What follows belongs to an exercise in optimizing a design on an open flow for small area and a short achievable clock period; a production flow would make more cautious choices. Only simulation tests tie the RTL to the original design; equivalence was not proved. Power is estimated from default activity; no workload was simulated.

==> inputs of trial 61 <==
==> flow/design.v <==
package cpuPkg;
    typedef logic [32-1:0]   wordT;
    typedef logic [5-1:0] regAddrT;
    typedef enum logic [3:0] {
        aluAdd,
        aluSub,
        aluAnd,
        aluOr,
        aluXor,
        aluSlt,
        aluSll,
        aluSrl,
        aluLui
    } aluOpE;
    typedef struct packed {
        logic [5:0] opcode;
        regAddrT    rs;
        regAddrT    rt;
        regAddrT    rd;
        logic [4:0] shamt;
        logic [5:0] funct;
    } rFieldsT;
    typedef struct packed {
        logic [5:0]  opcode;
        regAddrT     rs;
        regAddrT     rt;
        logic [15:0] imm;
    } iFieldsT;
    typedef union packed {
        rFieldsT r;
        iFieldsT i;
    } instrU;
endpackage
`timescale 1ns/1ps
module pipeCpu (
    input  logic             clk,
    input  logic             rstN,
    input  logic             instrValid,
    input  logic [31:0]      instr,
    output logic             wbValid,
    output logic [4:0]       wbReg,
    output logic [31:0]      wbData
);
    logic        dValid;
    logic [31:0] dInstr;
    logic [4:0]  dDst;
    logic        dWrOk;
    logic [31:1] dSelA;
    logic [31:1] dSelB;
    logic        dBypA;
    logic        dBypB;
    logic        dFwdA;
    logic        dFwdB;
    logic        eWr;
    logic [4:0]  eDst;
    logic [31:0] eA;
    logic [31:0] eB;
    logic        eCSum;
    logic        eCG;
    logic        eCP;
    logic        eSub;
    logic        eSlt;
    logic        eSll;
    logic        eSrl;
    logic [7:0]  eShLo;
    logic [3:0]  eShHi;
    logic        rValid;
    logic [4:0]  rReg;
    logic [31:0] rData;
    logic [31:0] srcA;
    logic [31:0] bx;
    logic [31:0] p;
    logic [31:0] g;
    logic [31:0] sum;
    logic [32:0] sum33;
    logic        lt;
    logic [31:0] shIn;
    logic [31:0] shMid;
    logic [31:0] shOut;
    logic [31:0] cin;
    logic [31:0] rest;
    logic [31:0] aluOut;
    logic [31:1][31:0] regs;
    logic        clrN;
    logic [5:0]  op;
    logic [5:0]  fn;
    logic [4:0]  rs;
    logic [4:0]  rt;
    logic [4:0]  rd;
    logic [15:0] imm;
    logic        isR;
    logic        rAdd, rSub, rAnd, rOr, rXor, rSlt, rSll, rSrl;
    logic        iAddi, iAndi, iOri, iLui;
    logic [4:0]  dst;
    logic        wr;
    logic [31:0] immExt;
    logic [31:0] rdA;
    logic [31:0] rdB;
    always_comb begin
        op  = dInstr[31:26];
        rs  = dInstr[25:21];
        rt  = dInstr[20:16];
        rd  = dInstr[15:11];
        fn  = dInstr[5:0];
        imm = dInstr[15:0];
        isR   = (op == 6'h00);
        rAdd  = isR && (fn == 6'h20);
        rSub  = isR && (fn == 6'h22);
        rAnd  = isR && (fn == 6'h24);
        rOr   = isR && (fn == 6'h25);
        rXor  = isR && (fn == 6'h26);
        rSlt  = isR && (fn == 6'h2A);
        rSll  = isR && (fn == 6'h00);
        rSrl  = isR && (fn == 6'h02);
        iAddi = (op == 6'h08);
        iAndi = (op == 6'h0C);
        iOri  = (op == 6'h0D);
        iLui  = (op == 6'h0F);
        dst = dDst;
        wr  = dValid && dWrOk;
        immExt = '0;
        if (iAddi)        immExt = {{16{imm[15]}}, imm};
        if (iAndi | iOri) immExt = {16'h0000, imm};
        if (iLui)         immExt = {imm, 16'h0000};
        rdA = dBypA ? rData : '0;
        rdB = dBypB ? rData : '0;
        for (int i = 1; i < 32; i++) begin
            rdA = rdA | (dSelA[i] ? regs[i] : '0);
            rdB = rdB | (dSelB[i] ? regs[i] : '0);
        end
        rdB = rdB | immExt;
    end
    always_ff @(posedge clk) begin
        if (!rstN) eWr <= 1'b0;
        else       eWr <= wr;
        eDst   <= dst;
        eA     <= dFwdA ? aluOut : rdA;
        eB     <= (dFwdB ? aluOut : rdB) ^ {32{rSub | rSlt}};
        eCSum  <= rAdd | rSub | iAddi;
        eCG    <= rAnd | iAndi | rOr | iOri | iLui;
        eCP    <= rXor | rOr | iOri | iLui;
        eSub   <= rSub | rSlt;
        eSlt   <= rSlt;
        eSll   <= rSll;
        eSrl   <= rSrl;
        for (int k = 0; k < 8; k++) eShLo[k] <= (dInstr[8:6] == k[2:0]);
        for (int k = 0; k < 4; k++) eShHi[k] <= (dInstr[10:9] == k[1:0]);
    end
    logic        pIsR;
    logic        pSupported;
    logic [4:0]  pDst;
    logic [4:0]  pRs;
    logic [4:0]  pRt;
    logic        pUseA;
    logic        pUseB;
    logic        pFwdA;
    logic        pFwdB;
    logic        pBypA;
    logic        pBypB;
    always_comb begin
        pIsR  = (instr[31:26] == 6'h00);
        pSupported = pIsR ? ((instr[5:0] == 6'h20) || (instr[5:0] == 6'h22) ||
                             (instr[5:0] == 6'h24) || (instr[5:0] == 6'h25)  ||
                             (instr[5:0] == 6'h26) || (instr[5:0] == 6'h2A) ||
                             (instr[5:0] == 6'h00) || (instr[5:0] == 6'h02))
                          : ((instr[31:26] == 6'h08) || (instr[31:26] == 6'h0C) ||
                             (instr[31:26] == 6'h0D)  || (instr[31:26] == 6'h0F));
        pDst  = pIsR ? instr[15:11] : instr[20:16];
        pRs   = instr[25:21];
        pRt   = instr[20:16];
        pUseA = (instr[31:26] != 6'h0F) && (pRs != 5'd0);
        pUseB = (instr[31:26] == 6'h00) && (pRt != 5'd0);
        pFwdA = pUseA && wr && (dst == pRs);
        pFwdB = pUseB && wr && (dst == pRt);
        pBypA = pUseA && !pFwdA && eWr && (eDst == pRs);
        pBypB = pUseB && !pFwdB && eWr && (eDst == pRt);
    end
    always_ff @(posedge clk) begin
        if (!rstN) dValid <= 1'b0;
        else       dValid <= instrValid;
        dInstr <= instr;
        dDst   <= pDst;
        dWrOk  <= pSupported && (pDst != 5'd0);
        dFwdA  <= pFwdA;
        dFwdB  <= pFwdB;
        dBypA  <= pBypA;
        dBypB  <= pBypB;
        for (int i = 1; i < 32; i++) begin
            dSelA[i] <= pUseA && !pFwdA && !pBypA && (pRs == i[4:0]);
            dSelB[i] <= pUseB && !pFwdB && !pBypB && (pRt == i[4:0]);
        end
    end
    always_comb begin
        srcA = eA;
        bx   = eB;
        p  = srcA ^ bx;
        g  = srcA & bx;
        sum33 = {srcA, 1'b1} + {bx, eSub};
        sum   = sum33[32:1];
        lt  = p[31] ? sum[31] : srcA[31];
        for (int j = 0; j < 32; j++) shIn[j] = eSll ? eB[31-j] : eB[j];
        shMid = '0;
        for (int k = 0; k < 8; k++) shMid = shMid | (eShLo[k] ? (shIn >> k) : '0);
        shOut = '0;
        for (int k = 0; k < 4; k++) shOut = shOut | (eShHi[k] ? (shMid >> (8 * k)) : '0);
        cin = sum ^ p;
        for (int j = 0; j < 32; j++) begin
            rest[j] = (eCG & g[j]) | (eCP & p[j])
                    | (eSrl & shOut[j]) | (eSll & shOut[31-j]);
        end
        rest[0] = rest[0] | (eSlt & lt);
        for (int j = 0; j < 32; j++) begin
            aluOut[j] = cin[j] ? (rest[j] | (eCSum & !p[j])) : (rest[j] | (eCSum & p[j]));
        end
    end
    always_ff @(posedge clk) begin
        if (!rstN) rValid <= 1'b0;
        else       rValid <= eWr;
        rReg  <= eDst;
        rData <= aluOut;
    end
    assign wbValid = rValid;
    assign wbReg   = rReg;
    assign wbData  = rData;
    logic [31:0] wrData;
    assign wrData = clrN ? rData : '0;
    always_ff @(posedge clk) begin
        clrN <= rstN;
        for (int i = 1; i < 32; i++) begin
            if (!clrN || (rValid && (rReg == i[4:0]))) regs[i] <= wrData;
        end
    end
endmodule
==> flow/run.sh <==
#!/bin/bash
# synth_recipe.tcl (not shown) runs the flow's synth.tcl, then flattens the netlist and writes it again
# the make line also repeats each setting of config.mk as NAME=value (left out here)
make -C /OpenROAD-flow-scripts/flow DESIGN_CONFIG=/design/flow/config.mk WORK_HOME=/design/flow/orfs CLKGATE_MAP_FILE= SYNTH_SCRIPT=/design/flow/synth_recipe.tcl finish
==> flow/config.mk <==
export PLATFORM = sky130hd
export DESIGN_NAME = pipeCpu
export DESIGN_NICKNAME = pipeCpu
export VERILOG_FILES = /design/flow/design.v
export SDC_FILE = /design/flow/constraint.sdc
export NUM_CORES = 4
export LEC_CHECK = 0
export CAP_MARGIN = 20
export CORE_MARGIN = 2
export CORE_UTILIZATION = 35
export CTS_CLUSTER_DIAMETER = 120
export CTS_CLUSTER_SIZE = 25
export PLACE_DENSITY = 0.5
export SETUP_SLACK_MARGIN = 4.0
export SLEW_MARGIN = 20
export TNS_END_PERCENT = 5
==> flow/constraint.sdc <==
create_clock -name core_clock -period 6.0 [get_ports {clk}]
set_input_delay 1.2000 -clock core_clock [delete_from_list [all_inputs] [get_ports {clk}]]
set_output_delay 1.2000 -clock core_clock [all_outputs]
set_load 0.01 [all_outputs]
==> build 55: changes against trial 61 <==
Settings changed: CORE_UTILIZATION 35 to 45, PLACE_DENSITY 0.5 to 0.55, SETUP_SLACK_MARGIN 4.0 to 3.5, TNS_END_PERCENT 5 to not set.
==> build 14: changes against trial 61 <==
--- a/flow/design.v
+++ b/flow/design.v
@@ -45,4 +45,2 @@
     logic [31:0] dInstr;
-    logic [4:0]  dDst;
-    logic        dWrOk;
     logic [31:1] dSelA;
@@ -93,2 +91,3 @@
     logic        iAddi, iAndi, iOri, iLui;
+    logic        supported;
     logic [4:0]  dst;
@@ -118,4 +117,6 @@
         iLui  = (op == 6'h0F);
-        dst = dDst;
-        wr  = dValid && dWrOk;
+        supported = rAdd | rSub | rAnd | rOr | rXor | rSlt | rSll | rSrl |
+                    iAddi | iAndi | iOri | iLui;
+        dst = isR ? rd : rt;
+        wr  = dValid && supported && (dst != 5'd0);
         immExt = '0;
@@ -148,5 +149,2 @@
     end
-    logic        pIsR;
-    logic        pSupported;
-    logic [4:0]  pDst;
     logic [4:0]  pRs;
@@ -160,10 +158,2 @@
     always_comb begin
-        pIsR  = (instr[31:26] == 6'h00);
-        pSupported = pIsR ? ((instr[5:0] == 6'h20) || (instr[5:0] == 6'h22) ||
-                             (instr[5:0] == 6'h24) || (instr[5:0] == 6'h25)  ||
-                             (instr[5:0] == 6'h26) || (instr[5:0] == 6'h2A) ||
-                             (instr[5:0] == 6'h00) || (instr[5:0] == 6'h02))
-                          : ((instr[31:26] == 6'h08) || (instr[31:26] == 6'h0C) ||
-                             (instr[31:26] == 6'h0D)  || (instr[31:26] == 6'h0F));
-        pDst  = pIsR ? instr[15:11] : instr[20:16];
         pRs   = instr[25:21];
@@ -181,4 +171,2 @@
         dInstr <= instr;
-        dDst   <= pDst;
-        dWrOk  <= pSupported && (pDst != 5'd0);
         dFwdA  <= pFwdA;
Settings changed: CORE_UTILIZATION 35 to 45, PLACE_DENSITY 0.5 to 0.6, SETUP_SLACK_MARGIN 4.0 to 3.5, TNS_END_PERCENT 5 to not set.
==> run notes <==
Against build 14, the sequential cell count of build 55 is higher by 1. Total power, highest first: trial 61, build 14, build 55. Cell area: build 55 < build 14 < trial 61. Of build 14 and trial 61, trial 61 has the higher clock power (gap 4.4%, measured against trial 61). The highest clock skew belongs to trial 61, the lowest to build 14. Critical path depth: build 14 < trial 61 < build 55. The highest global-route usage belongs to build 55, the lowest to trial 61. The lowest register-to-register slack belongs to build 14, the highest to build 55. Of build 14 and trial 61, build 14 has the higher sequential share of layout area (gap 0.33 points). In build 55 the utilization is lower than in build 14, by 0.31 points. Between trial 61 and build 14, the lower non-clock buffer count is in trial 61 (gap 19).

## what the ideal ports hide
The flow's constraints put no driver on any port. The routed layouts listed below were extracted and timed again, unchanged, in two steps. Step 1 assumes that a clkbuf_16 drives the clock port and a buf_2 every other input. Step 2 moves the port delays by t, midway between the first and last clock arrival at a register: inputs arrive t later, outputs are due t later. That takes back most of the time a late clock gives input paths. Slacks: ideal ports / drivers / drivers and shift; pairs: ideal ports / drivers.
run	shift t [ns]	setup slack, ns	worst setup path after step 2	latest minus earliest clock arrival (ns)
trial 61	0.848	2.922 / 2.922 / 2.512	input to register	0.087 / 0.087
build 55	0.801	2.998 / 2.998 / 2.901	input to register	0.037 / 0.037
build 14	0.806	2.898 / 2.898 / 2.779	input to register	0.032 / 0.032
After both steps setup and hold are still met in every run listed. The setup slack of trial 61, which loses most, moves by 0.000 ns with the drivers and by -0.410 ns with both steps.
